What follows belongs to an exercise in optimizing a design on an open flow for small area and a short achievable clock period; a production flow would make more cautious choices.
In this exercise RTL edits were held to simulation tests only and were not proved equivalent to the original.
Power figures rest on the tool's default switching activity, not on a simulated workload.

==> flow/design.v (outline; a module is shown in full before it is edited, if it fits) <==
// module fa_cell: 10 lines
// module ha_cell: 9 lines
// module sym_fir: 1101 lines
// module fir_regs: 81 lines
// module fir_top: 31 lines
// module fir_chip: 41 lines
module fir_chip (
   input  logic                   clock,
   input  logic                   arst_n,
   input  logic                   psel,
   input  logic                   penable,
   input  logic                   pwrite,
   input  logic [8-1:0] paddr,
   input  logic [32-1:0] pwdata,
   output logic [32-1:0] prdata,
   output logic                   pready,
   output logic                   pslverr,
   input  logic                   in_valid,
   input  logic [16-1:0] in_data,
   output logic                   out_valid,
   output logic [16-1:0] out_data
);
  // ...
==> flow/run.sh <==
#!/bin/bash
# synth_recipe.tcl (not shown) runs the flow's synth.tcl, then flattens the netlist and writes it again
# the make line also repeats each setting of config.mk as NAME=value (left out here)
make -C /OpenROAD-flow-scripts/flow DESIGN_CONFIG=/design/flow/config.mk WORK_HOME=/design/flow/orfs CLKGATE_MAP_FILE= SYNTH_SCRIPT=/design/flow/synth_recipe.tcl finish
==> flow/config.mk <==
export PLATFORM = sky130hd
export DESIGN_NAME = fir_chip
export DESIGN_NICKNAME = fir_chip
export VERILOG_FILES = /design/flow/design.v
export SDC_FILE = /design/flow/constraint.sdc
export NUM_CORES = 4
export LEC_CHECK = 0
export ABC_AREA = 1
export CAP_MARGIN = 20
export CORE_MARGIN = 2
export CORE_UTILIZATION = 40
export SETUP_SLACK_MARGIN = 5.0
export SLEW_MARGIN = 20
export SYNTH_HIERARCHICAL = 1
==> flow/constraint.sdc <==
create_clock -name core_clock -period 10.5 [get_ports {clock}]
set_input_delay 2.1000 -clock core_clock [delete_from_list [all_inputs] [get_ports {clock}]]
set_output_delay 2.1000 -clock core_clock [all_outputs]
set_load 0.01 [all_outputs]
==> impl_results.md, run 1 <==
* Sequential share of power at 31.6%
* # diodes at 1
* CP Buf/Inv Count at 5
* Post-route cell area at 52170 sq um
* Overall die width at 343.0 um
* Final min period at 5.483 ns
* Sequential cell count at 444
* Clock network power at 0.00182 W
* Layout clock area frac at 3.199%
* Final hold violations at 0
* Starting Density at 40.26%
* # setup viols final at 0
* Synth Area in Simple Gates at 7.150%
* Status: no timing/DRC/antenna violations
* Worst Setup SP: pwrite
* Switching part of the total at 40.16%
* Headroom to the max-slew limit at 32.60%
* GP Congestion at 1.023
* Synth Warn # at 9
* Max Freq at 182.4 MHz
* Hold path startpoint: u_top.u_fir.hist[2][8]$_DFFE_PP_
* Synth Instances at 4157
* I/O Pins at 113
* Biggest register: u_top.u_fir.hist
* Hold Path Stages at 0
* Core Rows at 124
==> run 2: changes to the inputs <==
--- a/flow/config.mk
+++ b/flow/config.mk
@@ -9,6 +9,7 @@
 export CAP_MARGIN = 20
 export CORE_MARGIN = 2
 export CORE_UTILIZATION = 40
+export CTS_BUF_LIST = sky130_fd_sc_hd__clkbuf_4 sky130_fd_sc_hd__clkbuf_8
 export SETUP_SLACK_MARGIN = 5.0
 export SLEW_MARGIN = 20
 export SYNTH_HIERARCHICAL = 1
==> run 2 against run 1 <==
Net effect:
- count of clock-buffer cells in the layout is 47 higher
- critical path depth is 2 higher
- worst setup slack worse by 0.032 ns
- maximum frequency is 0.58% lower
- via count is 0.17% lower
- die area stayed put
- synthesized area stayed put
- utilization is 0.30 points lower
- non-clock buffer count is 30 lower
- cell area is 0.66% lower
- critical endpoint is now prdata[0]
- largest power group unchanged
==> impl_results.md, run 2 <==
* Status: no timing/DRC/antenna violations (unchanged)
* CP Buf/Inv Count at 5 (unchanged)
* TritonCTS buffer count at 77 (was 48)
* Fillers at 10710 (was 10640)
* Clock skew at 0.04320 ns (was 0.07642 ns)
* MaxCap Viol Count at 0 (unchanged)
* Final min period at 5.515 ns (was 5.483 ns)
* Crit path max-delay family: simple AND/OR/NAND/NOR gates (was buffers and inverters)
* Final hold violations at 0 (unchanged)
* Post-route ant nets at 0 (unchanged)
* Most frequent cell after synthesis: fa_1 (unchanged)
* GRT Residual Overflow at 0 (unchanged)
* Type of origin of the critical path: input port (unchanged)
* Synth unique cells at 49 (unchanged)
* Finished Layout Cells at 5875 (was 5862)
* Synthesis-stage register bit count at 444 (unchanged)
* CTS Buffer Depth at 3 (unchanged)
* Root buffer cell: clkbuf_8 (was clkbuf_16)
* Number of vias in the routed layout at 35170 (was 35230)
* Fin. max-slew vios at 0 (unchanged)
* Synth Warn # at 9 (unchanged)
* Overall die width at 343.0 um (unchanged)
* Cell breakdown of the critical path: buf_6, nor2_4, nand2_4, nor2_8, buf_4, buf_6, nand3_1, nand2_1, inv_1, nand2_2, clkdlybuf4s15_2 (was clkdlybuf4s15_2, nor2_4, buf_12, inv_2, nor2_8, nand2_2, nand4_1, clkbuf_16, buf_6)
* CTS H-tree depth at 3 (was 2)
* Peak VDD IR at 0.09880 mV (was 0.1277 mV)
* First-pass GRT wire length at 249.0 mm (was 248.4 mm)
* Hold Slack at 0.3949 ns (was 0.4168 ns)
* Max Freq at 181.3 MHz (was 182.4 MHz)
* Top flop regs: u_top.u_fir.hist (176), u_top.u_fir.pre (68) (unchanged)
* Syn Nets at 5033 (unchanged)
* CTS tree: built (unchanged)
* Mapped cell area at 45970 sq um (unchanged)
* Final setup TNS at 0 ns (unchanged)
* Initial DRT Pass Iterations at 6 (was 5)
* GP Congestion at 1.023 (unchanged)
* Headroom to the max-slew limit at 19.41% (was 32.60%)
* Primary FF master, synth: edfxtp_1 (unchanged)
* Slew @ Worst Pin at 1.208 ns (was 1.011 ns)
* Utilization after layout at 45.38% (was 45.69%)
* Largest net degree at the start of global routing at 77 (unchanged)
* Placed Cells at 5573 (unchanged)
* Fraction of registers with async set/reset at 28.83% (unchanged)
* Number of flip-flops in the largest register at 176 (unchanged)
* # setup viols final at 0 (unchanged)
* CORE AREA at 114200 sq um (unchanged)
* Tcrit/Tclk final at 52.52% (was 52.22%)
* Initial antenna violation count at 4 (was 2)
* Syn_area_per_cell at 11.06 sq um (unchanged)
* Unrepaired setup endpoints after global routing: true (unchanged)
* Core Rows at 124 (unchanged)
* Worst min path class: register to register (unchanged)
* Share of cells above drive strength 1 at 15.39% (was 15.22%)
* Slowest cell on crit path: clkdlybuf4s15_2 (was nand4_1)
* Clock latency (worst-skew pair) at 0.72 ns (was 0.68 ns)
* DP Wirelength at 125.1 mm (unchanged)
* Commonest non-fill, non-tap cell in the layout: fa_1 (unchanged)
* # nets final at 5182 (was 5186)
* Routed vias/inst at 5.986 (was 6.010)
* Sink Count at 444 (unchanged)
* Share of the yosys chip area belonging to registers at 27.61% (unchanged)
* Worst Path Arrival at 3.41 ns (was 3.38 ns)
* Critical Path RT at 8.40 ns (about the same)
* CP Class: input port to output pin (unchanged)
* Most used cell, CP: buf_6
* Yosys top cell by area: fa_1 (unchanged)
* Power density cells at 142.3 nW/um^2 (about the same)
* WL final at 173.9 mm (was 173.8 mm)
* Power Total at 0.007374 W (was 0.007426 W)
* Max stage delay on crit path at 0.23 ns (was 0.26 ns)
* # DRC at 0 (unchanged)
* Vias in the first global route at 35770 (was 35570)
* Die area at 117700 sq um (unchanged)
* Post-synth top area share at 31.79% (unchanged)
* CP Capture Type: output pin (unchanged)
* Die height at 343.0 um (unchanged)
* Starting Density at 40.26% (unchanged)
* WL/cell at 29.60 um (was 29.65 um)
* I/O Pins at 113 (unchanged)
* Synth Instances at 4157 (unchanged)
* Total GRT Usage at 29.45% (was 29.35%)
* Number of I/O port buffers at 97 (unchanged)
* Leak Pwr at 25.94 nW (was 26.01 nW)
* EDFF count, synth at 316 (unchanged)
* Biggest register: u_top.u_fir.hist (unchanged)
* Worst-path clk slew at 0.06 ns (about the same)
* Synth top cells by count: fa_1 (730), xor2_1 (723), o22ai_1 (576) (unchanged)
* Drt initial violations at 4325 (was 4450)
* Most frequent cells in the layout: fa_1 (729), xor2_1 (721), o22ai_1 (575), nand2_1 (450), edfxtp_1 (316) (was fa_1 (726), xor2_1 (720), o22ai_1 (574), nand2_1 (449), edfxtp_1 (316))
* Worst-path fanout max at 5 (was 7)
* Area contributors post-synth: fa_1 (32%), edfxtp_1 (21%), xor2_1 (14%), o22ai_1 (7.8%), dfrtp_1 (6.9%) (unchanged)
* Area Overhead vs Synth at 12.74% (was 13.48%)
[run 2: final cells by class]
type / instances / area (sq um) / area share, %
multi-input combinational: 3125 / 30990 / 59.80
sequential: 444 / 12720 / 24.55
timing repair buffer: 342 / 3059 / 5.903
tap: 1512 / 1892 / 3.650
inverter: 316 / 1455 / 2.808
clock buffer: 109 / 1363 / 2.629
clock inverter: 25 / 336.6 / 0.6494
antenna: 2 / 5.005 / 0.009657
[run 2: metrics by stage]
| step | setup WS [ns] | instance area (sq um) |
|---|---|---|
| 5_1_grt | 4.912 | 51820 |
| 4_1_cts | 4.980 | 51130 |
| 3_3_place_gp | 3.616 | 48220 |
| 2_1_floorplan | 5.046 | 45980 |
| 6_report | 4.985 | 51820 |
| 3_5_place_dp | 3.549 | 48220 |
[run 2: path summary, 6_finish.rpt]
path,startpoint,endpoint,slack (ns),cells past startpoint
max in group asynchronous,arst_n,u_top.u_regs.cone[15]$_DFFE_PN0P_,7.51,2
worst min-delay path,u_top.u_fir.hist[1][8]$_DFFE_PP_,u_top.u_fir.hist[2][8]$_DFFE_PP_,0.39,0
min in group asynchronous,arst_n,u_top.u_fir.out[8]$_DFFE_PN0P_,1.32,1
worst max-delay path,paddr[7],prdata[0],4.99,11
worst max register to register,u_top.u_regs.ctwo[7]$_DFFE_PN0P_,u_top.u_fir.acc_b[17]$_DFFE_PP_,5.01,12
worst min register to register,u_top.u_fir.hist[1][8]$_DFFE_PP_,u_top.u_fir.hist[2][8]$_DFFE_PP_,0.39,0
[run 2: modules after synthesis, one instance, submodules excluded, a selection]
module | flops+latches | copies in the design
fir_regs | 110 | 1
fa_cell | 0 | 730
ha_cell | 0 | 35
sym_fir | 334 | 1
[run 2: what timing repair did]
item	in CTS	in global routing
cloned	4	0
resized for setup	268	82
buffers inserted	104	58
endpoints found under the setup margin	54	44
endpoints found under the hold margin	0	0
pin swaps	21	10
hold buffers	0	0
[run 2: where the power goes]
part           switching (W)  leakage (nW)  internal, W
Combinational        0.00208          20.2      0.00116
Sequential          0.000138          4.82      0.00222
Clock               0.000782         0.891     0.000998
[run 2: per-layer routing]
layer	vias to the layer above	part of all wire (%)	GRT usage, %	routed length (um)
met4	4	7.9	19.05	13810
met3	610	12	9.281	20550
met2	2447	42	42.04	73350
li1	14320	-	-	-
met5	-	0.031	0.2804	54
met1	17790	38	38.59	66150
[run 2: cells by family after synthesis]
group | after synthesis | synth area share, %
xor+xnor | 773 | 14.73
simple gates | 732 | 7.150
buf+inv | 589 | 5.267
mux | 40 | 0.9798
compound gates | 764 | 10.18
other cells | 1 | 0.008157
flops | 444 | 27.61
fa+ha+maj | 814 | 34.08
[run 2: worst reg2reg max path: stages, from the launching register on]
cell	delay [ns]
dfrtp_1	0.42
clkinvlp_4	0.20
buf_4	0.22
o22ai_1	0.14
xor2_1	0.34
fa_1	0.56
fa_1	0.46
fa_1	0.50
fa_1	0.59
fa_1	0.45
fa_1	0.40
fa_1	0.52
fa_1	0.43

[what the ideal ports hide]
How much do the figures lean on ideal ports? The routed layouts below were timed once more, with nothing changed but the port constraints. Step 1 assumes that a clkbuf_16 drives the clock port and a buf_2 every other input. Step 2 moves the port delays by t, midway between the first and last clock arrival at a register: inputs arrive t later, outputs are due t later. That takes back most of the time a late clock gives input paths. Three values: ideal ports, drivers, drivers and shift; two values: the first two.
run | shift t [ns] | slack for setup (ns) | latest minus earliest clock arrival (ns) | pins driven straight from the clock port
run 1 | 0.711 | 5.017 / 4.996 / 4.996 | 0.077 / 0.078 | 1
run 2 | 0.768 | 4.985 / 4.954 / 4.954 | 0.046 / 0.045 | 1
After both steps every run listed still meets setup and hold. For run 2, which loses most, drivers alone change the setup slack by -0.031 ns; drivers and shift together by -0.031 ns.
